This design comes from an exercise in tuning for small area on the open sky130 flow, not from production work.
Power figures rest on the tool's default switching activity, not on a simulated workload.

## mips_cpu_bus
module mips_cpu_bus (
    input  logic        clk,
    input  logic        rst_n,
    output logic        active,
    output logic [31:0] register_v0,
    input  logic        waitrequest,
    input  logic [31:0] readdata,
    output logic [31:0] address,
    output logic        write,
    output logic        read,
    output logic [31:0] writedata,
    output logic [3:0]  byteenable
);
==> flow/config.mk <==
export PLATFORM = sky130hd
export DESIGN_NAME = mips_cpu_bus
export DESIGN_NICKNAME = mips_cpu_bus
export VERILOG_FILES = /design/flow/design.v
export SDC_FILE = /design/flow/constraint.sdc
export NUM_CORES = 4
export LEC_CHECK = 0
export ABC_AREA = 1
export CAP_MARGIN = 40
export CORE_MARGIN = 2
export CORE_UTILIZATION = 60
export CTS_CLUSTER_DIAMETER = 100
export CTS_CLUSTER_SIZE = 30
export SLEW_MARGIN = 40
==> flow/constraint.sdc <==
create_clock -name core_clock -period 15.0 [get_ports {clk}]
set_input_delay 3.0000 -clock core_clock [delete_from_list [all_inputs] [get_ports {clk}]]
set_output_delay 3.0000 -clock core_clock [all_outputs]
set_load 0.01 [all_outputs]
standard.sh (not shown) runs the stock make flow with config.mk's settings and CLKGATE_MAP_FILE= SYNTH_SCRIPT=/design/flow/synth_recipe.tcl, a recipe that flattens the netlist after the stock synthesis.
==> flow/flow/run.sh <==
#!/bin/bash
# The standard layout with two changes:
#  - synthesis maps the logic with an area-only ABC script (abc_area.script
#    here: no buffering or gate upsizing for speed) instead of ORFS's own;
#    ORFS's scripts are copied unchanged and only that file is replaced;
#  - each port is buffered by the smallest buffer cell.
set -euo pipefail
rm -rf scripts_area
cp -r "$FLOW_HOME/scripts" scripts_area
cp flow/abc_area.script scripts_area/abc_area.script
export BUFFER_PORTS_ARGS="-buffer_cell sky130_fd_sc_hd__buf_1"
bash standard.sh SCRIPTS_DIR="$PWD/scripts_area" finish > standard.log 2>&1
==> flow/flow/abc_area.script <==
strash
ifraig
dc2
resub -K 8 -N 2
&get -n
&st
&syn2
&dch
&put
amap -m
topo
The starting point finished clean.
==> next run, changes <==
==> flow/flow/run.sh (replaced) <==
#!/bin/bash
# The standard layout, with each port buffered by the smallest buffer cell
# instead of the one buffer_ports picks by default.
set -euo pipefail
export BUFFER_PORTS_ARGS="-buffer_cell sky130_fd_sc_hd__buf_1"
bash standard.sh > standard.log 2>&1
ABC_AREA = unset   (was 1)
CORE_UTILIZATION = 70   (was 60)
CTS_CLUSTER_DIAMETER = 70   (was 100)
CTS_CLUSTER_SIZE = 32   (was 30)
PLACE_DENSITY = 0.75   (was unset)
removed: flow/flow/abc_area.script
After rerunning: Worst hold slack hardly moves. Combinational power went up by about 55%. Cell area rises by about 3.3%. Setup slack gains 1300 ps. Fmax rose by about 14%. Global-route usage went up by 6.6 points.
Function was not checked in any run of this note: the RTL went through the layout flow alone.

Setup of nickel:
mips_cpu_bus, a different RTL version from the one above (not shown whole).
Size: ~2200 cells after synthesis, roughly 1200 flip-flops, about 31000 um2 of cells after synthesis.
Settings: LEC_CHECK=0, CAP_MARGIN=40, CORE_MARGIN=2, CORE_UTILIZATION=40, CTS_CLUSTER_DIAMETER=100, CTS_CLUSTER_SIZE=24, SLEW_MARGIN=40; clock period 15.0 ns.
run.sh (not shown) runs the stock make flow with config.mk's settings and CLKGATE_MAP_FILE= SYNTH_SCRIPT=/design/flow/synth_recipe.tcl, a recipe that flattens the netlist after the stock synthesis.
Stock flow here: none of the scripts above is used.
For maple, these inputs were changed with respect to nickel:
# nickel
export LEC_CHECK = 0
export CAP_MARGIN = 40
export CORE_MARGIN = 2
export CORE_UTILIZATION = 40
export CTS_CLUSTER_DIAMETER = 100
export CTS_CLUSTER_SIZE = 24
export SLEW_MARGIN = 40
create_clock -name core_clock -period 15.0 [get_ports {clk}]
# maple
export LEC_CHECK = 0
export CAP_MARGIN = 40
export CORE_MARGIN = 2
export CORE_UTILIZATION = 60
export CTS_CLUSTER_DIAMETER = 100
export CTS_CLUSTER_SIZE = 30
export SLEW_MARGIN = 40
create_clock -name core_clock -period 15.0 [get_ports {clk}]
Results
maple: full flow OK, the timing, DRC and antenna checks passed. [maple] starting utilization of the core area rose 21 points relative to nickel. Compare nickel and maple | setup slack higher: nickel. Summary of maple over nickel: fraction of power consumed by combinational cells now sits at about the same level; die area now sits lower; post-route core utilization now sits higher. Taking nickel as the reference, in maple overall power has decreased; hold slack increased 5.3 ps; number of vias in the routed layout went up; met1 demand-to-capacity share in global routing shows an increase of 11 points. nickel and maple ended up with nearly the same register area share after synthesis. Area: maple vs nickel -> maple smaller.
No run of this note included a check of the RTL's function; only the layout flow was run.

afterwards: timing with drivers on the ports:
In the flow no input, the clock included, has a driving cell. The finished layouts below were timed again as built, in two steps.
Step 1: set_driving_cell puts a clkbuf_16 on clk and a buf_2 on each other input, an assumption about the parent block.
Step 2 adds t to the input delays and takes it off the output delays; t is the mean of the earliest and latest rising clock arrival at the registers after step 1. Input paths then give back, and output paths get back, about the clock's delay inside the block.
a / b / c = no drivers / after step 1 / after step 2; a / b = the first two.
| run | t (ns) | slack for setup (ns) | clock arrival spread, ns | worst slew at a driven data input, ns | cell pins on the clock port's net |
|---|---|---|---|---|---|
| the first run of note 1 | 0.654 | 4.685 / 4.630 / 5.284 | 0.040 / 0.040 | 0.05 | 1 |
| the second run of note 1 | 0.668 | 5.964 / 5.904 / 6.573 | 0.053 / 0.053 | 0.06 | 1 |
| nickel | 0.682 | 6.040 / 5.977 / 6.659 | 0.030 / 0.030 | 0.07 | 1 |
| maple | 0.666 | 5.984 / 5.924 / 6.591 | 0.048 / 0.047 | 0.05 | 1 |
After both steps every run listed still meets setup and hold.
